What follows belongs to an exercise in optimizing a design on an open flow for small area and a short achievable clock period; a production flow would make more cautious choices. In this exercise RTL edits were held to simulation tests only and were not proved equivalent to the original. Power figures rest on the tool's default switching activity, not on a simulated workload.

===== design/flow/config.mk =====
export PLATFORM = sky130hd
export DESIGN_NAME = postadd_top
export DESIGN_NICKNAME = postadd_top
export VERILOG_FILES = /design/flow/design.v
export SDC_FILE = /design/flow/constraint.sdc
export NUM_CORES = 4
export LEC_CHECK = 0
export CAP_MARGIN = 20
export CORE_MARGIN = 2
export CORE_UTILIZATION = 40
export SLEW_MARGIN = 20

===== design/flow/constraint.sdc =====
create_clock -name core_clock -period 7.0 [get_ports {clk}]
set_input_delay 1.4000 -clock core_clock [delete_from_list [all_inputs] [get_ports {clk}]]
set_output_delay 1.4000 -clock core_clock [all_outputs]
set_load 0.01 [all_outputs]

===== design/flow/design.v =====
`timescale 1ns/10ps
package postadd_pkg;
    localparam int L1_LIMB_BITS = 1 + 16;
    typedef logic [4*L1_LIMB_BITS-1:0] poly_l1_t;
    localparam int L3_LIMB_BITS = 8 + 16;
    typedef logic [4*L3_LIMB_BITS-1:0] poly_l3_t;
    typedef enum logic [2:0] {
        OP_HOLD         = 3'b000,
        OP_LOAD         = 3'b001,
        OP_ADD          = 3'b010,
        OP_IN_MINUS_REG = 3'b011,
        OP_REG_MINUS_IN = 3'b100,
        OP_P_MINUS_REG  = 3'b101
    } acc_op_t;
endpackage
`timescale 1ns/10ps
module poly_adder_l3 (
    input  postadd_pkg::poly_l3_t x,
    input  postadd_pkg::poly_l3_t y,
    input  logic                  sub,
    output postadd_pkg::poly_l3_t z
);
    localparam int LB = 16;
    localparam int CW = 8;
    localparam int W3 = postadd_pkg::L3_LIMB_BITS;
    for (genvar i = 0; i < 4; i++) begin : g_limb
        logic [LB-1:0] x_val;
        logic [LB-1:0] y_val;
        logic [CW-1:0] x_carry;
        logic [CW-1:0] y_carry;
        logic [LB:0]   v_sum;
        logic [LB:0]   v_diff;
        logic [CW-1:0] c_sum;
        logic [CW-1:0] c_diff;
        assign x_val   = x[i*W3 +: LB];
        assign y_val   = y[i*W3 +: LB];
        assign x_carry = x[i*W3+LB +: CW];
        assign y_carry = y[i*W3+LB +: CW];
        assign v_sum  = {1'b0, x_val} + {1'b0, y_val};
        assign v_diff = {1'b0, x_val} - {1'b0, y_val};
        assign c_sum  = x_carry + y_carry + CW'(v_sum[LB]);
        assign c_diff = x_carry - y_carry - CW'(v_diff[LB]);
        assign z[i*W3 +: LB]    = sub ? v_diff[LB-1:0] : v_sum[LB-1:0];
        assign z[i*W3+LB +: CW] = sub ? c_diff : c_sum;
    end
endmodule
`timescale 1ns/10ps
module mode_decode_stage (
    input  logic                  clk,
    input  logic                  rstn,
    input  postadd_pkg::poly_l1_t in_l1,
    input  logic [2:0]            mode1,
    input  logic [2:0]            mode2,
    input  logic [2:0]            mode3,
    input  logic [1:0]            addr2,
    input  logic [1:0]            addr3,
    input  logic [1:0]            outsel,
    output postadd_pkg::poly_l3_t ctrl_operand,
    output postadd_pkg::acc_op_t  ctrl_op1,
    output postadd_pkg::acc_op_t  ctrl_op2,
    output postadd_pkg::acc_op_t  ctrl_op3,
    output logic [1:0]            ctrl_addr2,
    output logic [1:0]            ctrl_addr3,
    output logic [1:0]            ctrl_outsel
);
    localparam int LB = 16;
    localparam int CW = 8;
    localparam int W1 = postadd_pkg::L1_LIMB_BITS;
    localparam int W3 = postadd_pkg::L3_LIMB_BITS;
    postadd_pkg::poly_l3_t widened;
    always_comb begin
        widened = '0;
        for (int i = 0; i < 4; i++) begin
            widened[i*W3 +: LB]    = in_l1[i*W1 +: LB];
            widened[i*W3+LB +: CW] = CW'(in_l1[i*W1+LB]);
        end
    end
    postadd_pkg::acc_op_t dec1;
    postadd_pkg::acc_op_t dec2;
    postadd_pkg::acc_op_t dec3;
    assign dec1 = (mode1 <= 3'b101) ? postadd_pkg::acc_op_t'(mode1) : postadd_pkg::OP_HOLD;
    assign dec2 = (mode2 <= 3'b101) ? postadd_pkg::acc_op_t'(mode2) : postadd_pkg::OP_HOLD;
    assign dec3 = (mode3 <= 3'b101) ? postadd_pkg::acc_op_t'(mode3) : postadd_pkg::OP_HOLD;
    always_ff @(posedge clk) begin
        if (!rstn) begin
            ctrl_operand <= '0;
            ctrl_op1     <= postadd_pkg::OP_HOLD;
            ctrl_op2     <= postadd_pkg::OP_HOLD;
            ctrl_op3     <= postadd_pkg::OP_HOLD;
            ctrl_addr2   <= '0;
            ctrl_addr3   <= '0;
            ctrl_outsel  <= '0;
        end else begin
            ctrl_operand <= widened;
            ctrl_op1     <= dec1;
            ctrl_op2     <= dec2;
            ctrl_op3     <= dec3;
            ctrl_addr2   <= addr2;
            ctrl_addr3   <= addr3;
            ctrl_outsel  <= outsel;
        end
    end
endmodule
`timescale 1ns/10ps
module postadder (
    input  logic                  clk,
    input  logic                  rstn,
    input  postadd_pkg::poly_l3_t ctrl_operand,
    input  postadd_pkg::acc_op_t  ctrl_op1,
    input  postadd_pkg::acc_op_t  ctrl_op2,
    input  postadd_pkg::acc_op_t  ctrl_op3,
    input  logic [1:0]            ctrl_addr2,
    input  logic [1:0]            ctrl_addr3,
    input  logic [1:0]            ctrl_outsel,
    output postadd_pkg::poly_l3_t dout
);
    localparam int LB    = 16;
    localparam int DEPTH = 4;
    localparam logic [64-1:0] MOD = 64'hFFFF_FFFF_FFFF_FFC5;
    postadd_pkg::poly_l3_t reg1;
    postadd_pkg::poly_l3_t file2 [DEPTH];
    postadd_pkg::poly_l3_t file3 [DEPTH];
    postadd_pkg::poly_l3_t dly [3];
    logic [1:0]            dly_outsel;
    postadd_pkg::acc_op_t  op [3];
    postadd_pkg::poly_l3_t g [3];
    postadd_pkg::poly_l3_t acc_out [3];
    postadd_pkg::poly_l3_t poly_p;
    localparam int LW = postadd_pkg::L3_LIMB_BITS;
    for (genvar i = 0; i < 4; i++) begin : g_mod
        assign poly_p[i*LW +: LW] = {8'(0), MOD[i*LB +: LB]};
    end
    assign op[0] = ctrl_op1;
    assign op[1] = ctrl_op2;
    assign op[2] = ctrl_op3;
    assign g[0] = reg1;
    assign g[1] = file2[ctrl_addr2];
    assign g[2] = file3[ctrl_addr3];
    for (genvar l = 0; l < 3; l++) begin : g_lane
        postadd_pkg::poly_l3_t a_in;
        postadd_pkg::poly_l3_t b_in;
        logic                  sub;
        always_comb begin
            case (op[l])
                postadd_pkg::OP_ADD,
                postadd_pkg::OP_IN_MINUS_REG: a_in = ctrl_operand;
                postadd_pkg::OP_REG_MINUS_IN: a_in = g[l];
                postadd_pkg::OP_P_MINUS_REG:  a_in = poly_p;
                default:                      a_in = '0;
            endcase
        end
        assign b_in = (op[l] == postadd_pkg::OP_LOAD || op[l] == postadd_pkg::OP_REG_MINUS_IN)
                    ? ctrl_operand : g[l];
        assign sub = (op[l] == postadd_pkg::OP_IN_MINUS_REG) ||
                     (op[l] == postadd_pkg::OP_REG_MINUS_IN) ||
                     (op[l] == postadd_pkg::OP_P_MINUS_REG);
        poly_adder_l3 i_acc (
            .x   (a_in),
            .y   (b_in),
            .sub (sub),
            .z   (acc_out[l])
        );
    end
    always_ff @(posedge clk) begin
        if (!rstn) begin
            reg1 <= '0;
            for (int k = 0; k < DEPTH; k++) begin
                file2[k] <= '0;
                file3[k] <= '0;
            end
            for (int k = 0; k < 3; k++) begin
                dly[k] <= '0;
            end
            dly_outsel <= '0;
            dout       <= '0;
        end else begin
            reg1               <= acc_out[0];
            file2[ctrl_addr2]  <= acc_out[1];
            file3[ctrl_addr3]  <= acc_out[2];
            for (int k = 0; k < 3; k++) begin
                dly[k] <= acc_out[k];
            end
            dly_outsel <= ctrl_outsel;
            case (dly_outsel)
                2'b00:   dout <= dly[0];
                2'b01:   dout <= dly[1];
                2'b10:   dout <= dly[2];
                default: dout <= '0;
            endcase
        end
    end
endmodule
`timescale 1ns/10ps
module carry_resolver (
    input  logic                        clk,
    input  logic                        rstn,
    input  postadd_pkg::poly_l3_t       din,
    output logic [72-1:0]     result
);
    localparam int RW = 72;
    localparam int LB = 16;
    localparam int CW = 8;
    localparam int W3 = postadd_pkg::L3_LIMB_BITS;
    logic [RW-1:0] sum;
    logic [CW-1:0] carry_i;
    always_comb begin
        sum = '0;
        carry_i = '0;
        for (int i = 0; i < 4; i++) begin
            carry_i = din[i*W3+LB +: CW];
            sum = sum + ({{(RW-CW){carry_i[CW-1]}}, carry_i} << (LB*(i+1)));
            sum = sum + (RW'(din[i*W3 +: LB]) << (LB*i));
        end
    end
    always_ff @(posedge clk) begin
        if (!rstn) begin
            result <= '0;
        end else begin
            result <= sum;
        end
    end
endmodule
`timescale 1ns/10ps
module postadd_top (
    input  logic                      clk,
    input  logic                      rstn,
    input  logic [64-1:0]    in_val,
    input  logic [4-1:0]    in_carry,
    input  logic [2:0]                mode1,
    input  logic [2:0]                mode2,
    input  logic [2:0]                mode3,
    input  logic [1:0]                addr2,
    input  logic [1:0]                addr3,
    input  logic [1:0]                outsel,
    output logic [72-1:0]   result
);
    localparam int LB = 16;
    postadd_pkg::poly_l1_t in_l1;
    postadd_pkg::poly_l3_t acc_dout;
    postadd_pkg::poly_l3_t ctrl_operand;
    postadd_pkg::acc_op_t  ctrl_op1;
    postadd_pkg::acc_op_t  ctrl_op2;
    postadd_pkg::acc_op_t  ctrl_op3;
    logic [1:0]            ctrl_addr2;
    logic [1:0]            ctrl_addr3;
    logic [1:0]            ctrl_outsel;
    for (genvar i = 0; i < 4; i++) begin : g_pack
        assign in_l1[i*(LB+1) +: LB] = in_val[i*LB +: LB];
        assign in_l1[i*(LB+1)+LB]    = in_carry[i];
    end
    mode_decode_stage i_decode (
        .clk    (clk),
        .rstn   (rstn),
        .in_l1  (in_l1),
        .mode1  (mode1),
        .mode2  (mode2),
        .mode3  (mode3),
        .addr2  (addr2),
        .addr3  (addr3),
        .outsel (outsel),
        .ctrl_operand (ctrl_operand),
        .ctrl_op1     (ctrl_op1),
        .ctrl_op2     (ctrl_op2),
        .ctrl_op3     (ctrl_op3),
        .ctrl_addr2   (ctrl_addr2),
        .ctrl_addr3   (ctrl_addr3),
        .ctrl_outsel  (ctrl_outsel)
    );
    postadder i_postadder (
        .clk  (clk),
        .rstn (rstn),
        .ctrl_operand (ctrl_operand),
        .ctrl_op1     (ctrl_op1),
        .ctrl_op2     (ctrl_op2),
        .ctrl_op3     (ctrl_op3),
        .ctrl_addr2   (ctrl_addr2),
        .ctrl_addr3   (ctrl_addr3),
        .ctrl_outsel  (ctrl_outsel),
        .dout (acc_dout)
    );
    carry_resolver i_resolver (
        .clk    (clk),
        .rstn   (rstn),
        .din    (acc_dout),
        .result (result)
    );
endmodule

===== design/flow/run.sh =====
#!/bin/bash
# synth_recipe.tcl (not shown) runs the flow's synth.tcl, then flattens the netlist and writes it again
# the make line also repeats each setting of config.mk as NAME=value (left out here)
make -C /OpenROAD-flow-scripts/flow DESIGN_CONFIG=/design/flow/config.mk WORK_HOME=/design/flow/orfs CLKGATE_MAP_FILE= SYNTH_SCRIPT=/design/flow/synth_recipe.tcl finish

==> key figures, run 1 <==
Run status
  • Status: complete, no violations

Placement
  • Port Buf Inserts: 156
  • Placer congestion estimate: around 0.92
  • Post-DP HPWL: 194000 µm
  • Worst slack, placed: 0.519 ns

Yosys
  • Synth Instances: 8807
  • Yosys warns: 10
  • Cell Area, Synth: 84100 µm²
  • Yosys cell types: 88
  • Fraction of registers with async set/reset: 0
  • Dominant synthesized flop cell: edfxtp_1
  • Post-synth net total: 9692
  • Seq/Total Area, Yosys: 0.403
  • Post-synth EDFFs: roughly 770
  • Mean post-synth cell area: 9.55 µm²
  • FF+latch count, synth: 1309

Floorplanning
  • Number of cell rows: 168
  • Die extent in y: around 460 µm
  • I/O pin count: ~160
  • CORE AREA: about 210000 µm²
  • Die area: 214000 µm²
  • Initial Utilization: 0.402
  • Die Wd: roughly 460 µm

STA
  • Relative slew slack: 0.229
  • Fin crit period: 6.63 ns
  • Max frequency: ~150 MHz
  • Post-route setup slack: 0.368 ns
  • Clock skew: 0.0336 ns
  • Final period utilization: 0.947
  • Final hold vios: 0
  • Final setup viols: 0
  • Setup TNS: 0 ns
  • Worst-margin pin slew: 1.16 ns
  • Max-slew violations: 0
  • RSZ-0062 raised after global routing: false

Critical path
  • Crit-path slowest cell: a2111oi_0
  • Worst Path Arrival: 7.16 ns
  • Cell Chain, Critical Path: inv_1, ha_2, buf_4, a21oi_1, ha_1, nand2b_1, a21oi_1, o21bai_1, a2111oi_0, nor3_1, o41ai_1, a21oi_1, o21bai_1, fa_1, inv_1, fa_1, nand2b_1, a21oi_1, o21bai_1, a21oi_1, xor2_1, nor2_1, a21oi_1, nor2_1
  • CP endpoint kind: flop
  • Setup Crit Path Kind: flop to flop
  • Critical Path Fanout Max: 15
  • Max stage delay on crit path: approximately 0.74 ns
  • Critical Path Most Common Cell: a21oi_1
  • CP Data Required Time: 7.52 ns
  • CP startpoint kind: flop

Global route
  • Largest net degree at the start of global routing: around 110
  • Gr ovfl total: 0
  • Number of global-route vias before repair: 65813
  • GRT Total Usage: 0.250
  • First-pass GRT wire length: 410000 µm
  • Initial antenna violation count: 6

Detailed routing
  • Vias per inst: 5.66
  • Detailed-route DRC error count: 0
  • Detail Route Antenna Nets: 0
  • Final WL: roughly 270000 µm
  • DRT Pass-1 Iters: 7
  • Via count: 66237
  • Wire per inst: 23.5 µm
  • Drt first-iter violations: 6108

Clock network
  • Post-CTS setup buffer count: 0
  • CTS tree: done
  • CTS max path bufs: 3
  • Num CTS Buffers: about 150
  • Sink Count: 1309
  • Clock slew at reported path FFs: about 0.060 ns
  • Clock root cell: clkbuf_16
  • Worst-Skew Late Latency: just over 0.8 ns
  • Htree depth: 4

Finish
  • NumNets Final: 9650
  • Share of cells above drive strength 1: 0.100
  • Area grow syn2layout: 11.5%
  • Post-Route Utilization: 0.448

Job
  • Max_cap viols: 0

Hold path
  • Hold Path Class: flop to flop

Pwr
  • Maximum VDD drop: 0.254 mV
  • Power Dens Cells: 236 nW/µm²
  • Design Power: 22.2 mW
  • LEAKAGE: 38.8 nW
[cell usage after synthesis, types with 28 or more instances]
| cell type | n | area (µm²) |
|---|---|---|
| mux2_2 | 196 | 2210 |
| a21o_1 | 92 | 691 |
| nand4_1 | 28 | 175 |
| ha_1 | 680 | 8510 |
| nor2b_1 | 66 | 413 |
| nor2_1 | 1282 | 4810 |
| or2_2 | 29 | 181 |
| and3_1 | 38 | 238 |
| nand3_1 | 58 | 290 |
| a211oi_1 | 75 | 563 |
| nor3_1 | 145 | 726 |
| xor2_1 | 81 | 709 |
| xnor2_1 | 201 | 1760 |
| o31ai_1 | 41 | 308 |
| o211ai_1 | 36 | 270 |
| edfxtp_1 | 768 | 23100 |
| mux2i_1 | 168 | 1680 |
| clkbuf_1 | 403 | 1510 |
| inv_1 | 713 | 2680 |
| o21a_1 | 57 | 428 |
| a21oi_1 | 726 | 3630 |
| fa_1 | 120 | 2400 |
| nor3b_1 | 29 | 218 |
| dfxtp_1 | 541 | 10800 |
| a22oi_1 | 30 | 225 |
| o21bai_1 | 104 | 781 |
| mux4_2 | 192 | 4320 |
| and2_1 | 259 | 1620 |
| nand2_1 | 560 | 2100 |
| o21ai_0 | 500 | 2500 |
| a31oi_1 | 36 | 225 |
| nand2b_1 | 96 | 601 |
| buf_1 | 64 | 240 |
| or3_1 | 76 | 475 |
[registers in the layout, summed over array words and instances (netlist names), 3 cells and up]
register and count:
i_postadder.reg1 96, i_decode.ctrl_op1 3, i_postadder.dout 96, i_decode.ctrl_operand 68, i_resolver.result 72, i_postadder.file2 384
i_postadder.dly 192, i_postadder.file3 384, i_decode.ctrl_op3 3, i_decode.ctrl_op2 3
[metal layers]
layer | share of wire | up-vias | GRT usage
li1 | - | 30665 | -
met1 | 0.43 | 32492 | 0.330
met2 | 0.44 | 2598 | 0.394
met3 | 0.076 | 482 | 0.0462
met4 | 0.053 | 0 | 0.120
met5 | 0 | - | 0
[cell families (layout without fill, tap and decap cells)]
logic type | after synthesis | in the layout | synth area share
buffers and inverters | 1209 | 1293 | 0.0544
other | 0 | 3 | 0
AND/OR/NAND/NOR | 2726 | 2726 | 0.146
flip-flops | 1309 | 1309 | 0.403
multiplexers | 556 | 556 | 0.0977
adder cells (fa/ha/maj) | 800 | 800 | 0.130
AO/OA/AOI/OAI | 1923 | 1923 | 0.139
XOR/XNOR | 284 | 284 | 0.0298
[critical path: cells and delay by family (launching register included)]
| family | cells | cell delay, ns |
|---|---|---|
| AND/OR/NAND/NOR | 5 | 0.56 |
| flip-flops | 1 | 0.48 |
| AO/OA/AOI/OAI | 11 | 3.04 |
| buffers and inverters | 3 | 0.52 |
| adder cells (fa/ha/maj) | 4 | 1.61 |
| XOR/XNOR | 1 | 0.14 |
[layout make-up]
cell class / count / area [µm²]
flip-flops and latches: 1309 / 33900
multi-input cells: 6289 / 45800
well taps: 2805 / 3510
inverters: 721 / 2710
fillers: 20039 / 116000
diodes: 3 / 7.51
clock inverters: 70 / 662
repair buffers: 293 / 2770
clock buffers: 209 / 4340
[metrics by stage]
step                hold WS [ns]  cell area [µm²]  cells
finish                     0.434            93800  11699
global placement           0.424            88700  11417
CTS                        0.438            93700  11696
floorplan                  0.412            84100   8807
detailed placement         0.420            88700  11417
global route               0.458            93800  11697
[worst paths after layout]
kind	slack [ns]	to	cells past startpoint	start
max	0.37	i_postadder.file3[3][70]	24	i_decode.ctrl_op3[2]
min	0.43	i_resolver.result[15]	1	i_postadder.dout[15]
max reg2reg	0.37	i_postadder.file3[3][70]	24	i_decode.ctrl_op3[2]
min reg2reg	0.43	i_resolver.result[15]	1	i_postadder.dout[15]
[report_power, final]
part           switching, mW  internal, mW
Clock                   3.40          4.62
Sequential             0.429          8.88
Combinational           2.99          1.85
[cells in the final DEF (no fill, tap or decap), types with 75 or more instances in the layout]
master           instances
nor3_1                 145
clkbuf_16              157
nor2_1                1279
nand2b_1                94
dfxtp_1                531
xnor2_1                201
mux2i_1                168
mux4_2                 192
mux2_2                 196
fa_1                   119
edfxtp_1               768
nand2_1                552
inv_1                  712
and2_1                 259
xor2_1                  81
ha_1                   677
a21o_1                  91
clkdlybuf4s50_1        155
o21ai_0                500
a211oi_1                75
buf_4                  123
a21oi_1                725
o21bai_1               104
[repair_timing]
action,4_1_cts,5_1_grt
resized for setup,0,1
setup endpoints to repair,0,1
hold buffers,0,0
==> run 2, diff against run 1 <==
==> design/flow/design.v (replaced) <==
`timescale 1ns/10ps
package postadd_pkg;
    localparam int L1_LIMB_BITS = 1 + 16;
    typedef logic [4*L1_LIMB_BITS-1:0] poly_l1_t;
    localparam int L3_LIMB_BITS = 8 + 16;
    typedef logic [4*L3_LIMB_BITS-1:0] poly_l3_t;
    typedef enum logic [2:0] {
        OP_HOLD         = 3'b000,
        OP_LOAD         = 3'b001,
        OP_ADD          = 3'b010,
        OP_IN_MINUS_REG = 3'b011,
        OP_REG_MINUS_IN = 3'b100,
        OP_P_MINUS_REG  = 3'b101
    } acc_op_t;
endpackage
`timescale 1ns/10ps
`timescale 1ns/10ps
`timescale 1ns/10ps
`timescale 1ns/10ps
`timescale 1ns/10ps
module postadd_top (
    input  logic                      clk,
    input  logic                      rstn,
    input  logic [64-1:0]    in_val,
    input  logic [4-1:0]    in_carry,
    input  logic [2:0]                mode1,
    input  logic [2:0]                mode2,
    input  logic [2:0]                mode3,
    input  logic [1:0]                addr2,
    input  logic [1:0]                addr3,
    input  logic [1:0]                outsel,
    output logic [72-1:0]   result
);
    localparam int RW = 72;
    localparam int IW = 66;                
    localparam logic [RW-1:0] MOD = RW'(64'hFFFF_FFFF_FFFF_FFC5);
    logic [4:0] dec [3];
    logic [2:0] mode [3];
    assign mode[0] = mode1;
    assign mode[1] = mode2;
    assign mode[2] = mode3;
    for (genvar l = 0; l < 3; l++) begin : g_dec
        always_comb begin
            case (mode[l])
                3'd1:    dec[l] = 5'b10000;
                3'd2:    dec[l] = 5'b10010;
                3'd3:    dec[l] = 5'b10011;
                3'd4:    dec[l] = 5'b11010;
                3'd5:    dec[l] = 5'b00111;
                default: dec[l] = 5'b00010;
            endcase
        end
    end
    logic [IW-1:0] op_i;
    logic [4:0]    ctl [3];
    logic [1:0]    a2_q, a3_q, os_q;
    logic          rst_q;
    always_ff @(posedge clk) begin
        rst_q  <= !rstn;
        op_i   <= IW'(in_val) + {in_carry[3], 15'b0, in_carry[2], 15'b0,
                                 in_carry[1], 15'b0, in_carry[0], 16'b0};
        ctl[0] <= rstn ? dec[0] : '0;
        ctl[1] <= rstn ? dec[1] : '0;
        ctl[2] <= rstn ? dec[2] : '0;
        a2_q   <= addr2;
        a3_q   <= addr3;
        os_q   <= outsel;
    end
    logic [RW-1:0] reg1;
    logic [RW-1:0] file2 [4];
    logic [RW-1:0] file3 [4];
    logic [RW-1:0] g [3];
    logic [RW-1:0] n [3];
    assign g[0] = reg1;
    assign g[1] = file2[a2_q];
    assign g[2] = file3[a3_q];
    for (genvar l = 0; l < 3; l++) begin : g_lane
        logic [RW-1:0] a, b;
        logic use_i, inv_i, use_p, use_g, inv_g;
        assign {use_i, inv_i, use_p, use_g, inv_g} = ctl[l];
        assign a = (({RW{use_i}} & RW'(op_i)) ^ {RW{inv_i}}) | ({RW{use_p}} & MOD);
        assign b = ({RW{use_g}} & g[l]) ^ {RW{inv_g}};
        assign n[l] = a + b + RW'(inv_i | inv_g);
    end
    always_ff @(posedge clk) begin
        reg1 <= n[0];
        for (int e = 0; e < 4; e++) begin
            if (rst_q || a2_q == e) file2[e] <= n[1];
            if (rst_q || a3_q == e) file3[e] <= n[2];
        end
    end
    logic [1:0] os_q2, a2_q2, a3_q2;
    logic [RW-1:0] rd;
    always_ff @(posedge clk) begin
        os_q2 <= (!rstn || rst_q) ? 2'd3 : os_q;
        a2_q2 <= a2_q;
        a3_q2 <= a3_q;
    end
    always_ff @(posedge clk) begin
        if (!rstn) begin
            rd <= '0;
        end else begin
            case (os_q2)
                2'd0:    rd <= reg1;
                2'd1:    rd <= file2[a2_q2];
                2'd2:    rd <= file3[a3_q2];
                default: rd <= '0;
            endcase
        end
    end
    always_ff @(posedge clk) begin
        if (!rstn) result <= '0;
        else       result <= rd;
    end
endmodule
==> key figures, run 2 <==
Global route
  • First-pass GRT wire length: between 200000 and 250000 µm
  • Initial antenna violation count: 3
  • GRT Total Usage: 0.232
  • Largest net degree at the start of global routing: 89
  • Number of global-route vias before repair: 38611
  • Gr ovfl total: 0

Finish
  • Area grow syn2layout: 11.5%
  • Commonest non-fill, non-tap cells in the layout: edfxtp_1, a21oi_1, nand2_1
  • Share of cells above drive strength 1: 0.112
  • Fin cells: just under 7000
  • NumNets Final: 5309
  • Most common cell after layout, fill and taps aside: edfxtp_1
  • Largest regs: file2 x288, file3 x288
  • Fillers: 12530
  • Design Area, Final: approximately 60000 µm²

Floorplanning
  • Number of cell rows: 134
  • Die area: 138000 µm²
  • I/O pin count: 157
  • Die extent in y: 372 µm
  • Initial Utilization: 0.404
  • CORE AREA: approximately 130000 µm²
  • Die Wd: 372 µm

Placement
  • Port Buf Inserts: 156
  • DP Area: 57300 µm²
  • Worst slack, placed: about 1.4 ns
  • Dpl cells: 6672
  • Placer congestion estimate: ~0.9
  • Post-DP HPWL: 119000 µm

STA
  • Max frequency: 178 MHz
  • Post-route setup slack: 1.38 ns
  • WHS: approximately 0.43 ns
  • Relative slew slack: 0.273
  • Final setup viols: 0
  • RSZ-0062 raised after global routing: false
  • Clock skew: 0.0372 ns
  • Final hold vios: 0
  • Worst-margin pin slew: 1.09 ns
  • Setup TNS: 0 ns
  • Max-slew violations: 0
  • Final period utilization: 0.802
  • Fin crit period: between 5 and 6 ns

Detailed routing
  • Detail Route Antenna Nets: 0
  • Via count: 40083
  • Drt first-iter violations: between 3000 and 4000
  • Wire per inst: 23.7 µm
  • Detailed-route DRC error count: 0
  • Final WL: about 160000 µm
  • DRT Pass-1 Iters: 5
  • Vias per inst: 5.85

Critical path
  • Worst Path Buf+Inv: 0
  • CP Data Required Time: 7.37 ns
  • Critical Path Fanout Max: 20
  • Cell Chain, Critical Path: mux4_2, nand2_1, xor2_1, fa_1, fa_1, and2b_1, o211ai_1, a31o_2, o211ai_1, and2_1, a31oi_1, o21ai_0, a2111oi_0, a2111oi_0
  • CP endpoint kind: flop
  • Delay-heaviest family, CP: compound AO/OA/AOI/OAI gates
  • Crit-path slowest cell: a2111oi_0
  • Worst Path Arrival: 5.98 ns
  • CP startpoint kind: flop
  • Setup Crit Path Kind: flop to flop
  • Max stage delay on crit path: 0.91 ns

Yosys
  • Seq/Total Area, Yosys: 0.434
  • Most area-hungry cell type in the Yosys netlist: edfxtp_1
  • Yosys warns: 8
  • Dominant synthesized flop cell: edfxtp_1
  • Synth top area share: 0.320
  • Post-synth EDFFs: between 500 and 600
  • Post-synth net total: 5344
  • Yosys cell types: slightly below 90
  • Cell with the most instances after synthesis: edfxtp_1
  • Synth Instances: 5036
  • Mean post-synth cell area: approximately 11 µm²
  • Area contributors post-synth: edfxtp_1, mux4_2, dfxtp_1, xnor2_1, ha_1
  • Fraction of registers with async set/reset: 0
  • Most frequent cells after synthesis: edfxtp_1, a21oi_1, nand2_1
  • FF+latch count, synth: 886
  • Cell Area, Synth: 54100 µm²

Clock network
  • Sink Count: 886
  • Worst-Skew Late Latency: 0.72 ns
  • Post-CTS Resized: 0
  • Num CTS Buffers: 95
  • CTS tree: done
  • Post-CTS setup buffer count: 0
  • CTS max path bufs: 3
  • Hold Buf Count CTS: 0
  • Htree depth: 3
  • Clock root cell: clkbuf_16
  • Clock slew at reported path FFs: 0.06 ns

Hold path
  • Hold Path Class: flop to flop

Pwr
  • Power Dens Cells: approximately 280 nW/µm²
  • Maximum VDD drop: 0.184 mV
  • LEAKAGE: 23.5 nW

Run status
  • Status: complete, no violations

Job
  • Max_cap viols: 0
[run 2: changes by cell type in the layout (fill, tap and decap cells not counted), moves of 192 or more]
cell	previous run	this run
mux2_2	196	1
inv_1	712	77
o21ai_0	500	137
dfxtp_1	531	285
ha_1	677	217
edfxtp_1	768	576
nor2_1	1279	326
[run 2: per-stage QoR]
step / util / power, mW
finish: 0.451 / 16.6
CTS: 0.451 / 16.7
global placement: 0.428 / 11.6
global route: 0.451 / 17.4
detailed placement: 0.428 / 11.7
floorplan: - / 10.4
[run 2: final cells by class]
| class | instances | area [µm²] | share of cell area |
|---|---|---|---|
| Multi-Input combinational cell | 3720 | 29100 | 0.482 |
| Sequential cell | 886 | 23600 | 0.391 |
| Clock buffer | 124 | 2630 | 0.0437 |
| Tap cell | 1768 | 2210 | 0.0367 |
| Timing Repair Buffer | 220 | 2120 | 0.0352 |
| Clock inverter | 53 | 409 | 0.00678 |
| Inverter | 78 | 294 | 0.00487 |
| Antenna cell | 2 | 5.00 | 0.0000830 |
[run 2: cell families after synthesis]
| family | Yosys count | synth area share |
|---|---|---|
| multiplexers | 364 | 0.134 |
| buffers and inverters | 430 | 0.0299 |
| flip-flops | 886 | 0.434 |
| XOR/XNOR | 472 | 0.0764 |
| adder cells (fa/ha/maj) | 223 | 0.0524 |
| AND/OR/NAND/NOR | 1394 | 0.124 |
| AO/OA/AOI/OAI | 1267 | 0.149 |
[run 2: power by group]
part / switching [mW] / internal (mW) / leakage (nW) / total, mW
logic: 2.36 / 1.79 / 13.4 / 4.16
registers: 0.585 / 6.93 / 8.57 / 7.51
clock network: 2.19 / 2.78 / 1.49 / 4.98
[run 2: layer usage]
metal / part of all wire / vias up / GRT usage
li1: - / 18706 / -
met1: 0.47 / 20014 / 0.341
met2: 0.45 / 1194 / 0.362
met3: 0.064 / 169 / 0.0288
met4: 0.022 / 0 / 0.0607
met5: 0 / - / 0
[run 2: worst paths after layout]
check / to / cells past startpoint / start / slack (ns)
setup reg to reg: file3[2][42] / 14 / a3_q[1] / 1.38
hold / removal: result[36] / 1 / rd[36] / 0.43
hold reg to reg: result[36] / 1 / rd[36] / 0.43
setup / recovery: file3[2][42] / 14 / a3_q[1] / 1.38

## static timing again, ports no longer ideal
In the flow no input, the clock included, has a driving cell. The finished layouts below were timed again as built, in two steps. Step 1, drivers: a clkbuf_16 drives clk and a buf_2 each remaining input, both assumed. Step 2 moves the port delays by t, midway between the first and last clock arrival at a register: inputs arrive t later, outputs are due t later. That takes back most of the time a late clock gives input paths. Slacks: no drivers / after step 1 / after step 2; pairs: no drivers / after step 1.
| run | t, ns | setup WS [ns] | worst setup path after step 2 | clock arrival spread, ns | worst data-port slew with drivers (ns) |
|---|---|---|---|---|---|
| run 1 | 0.887 | 0.368 / 0.368 / 0.368 | register to register | 0.035 / 0.035 | 0.07 |
| run 2 | 0.771 | 1.385 / 1.385 / 1.385 | register to register | 0.037 / 0.038 | 0.07 |
After both steps every run listed still meets setup and hold.
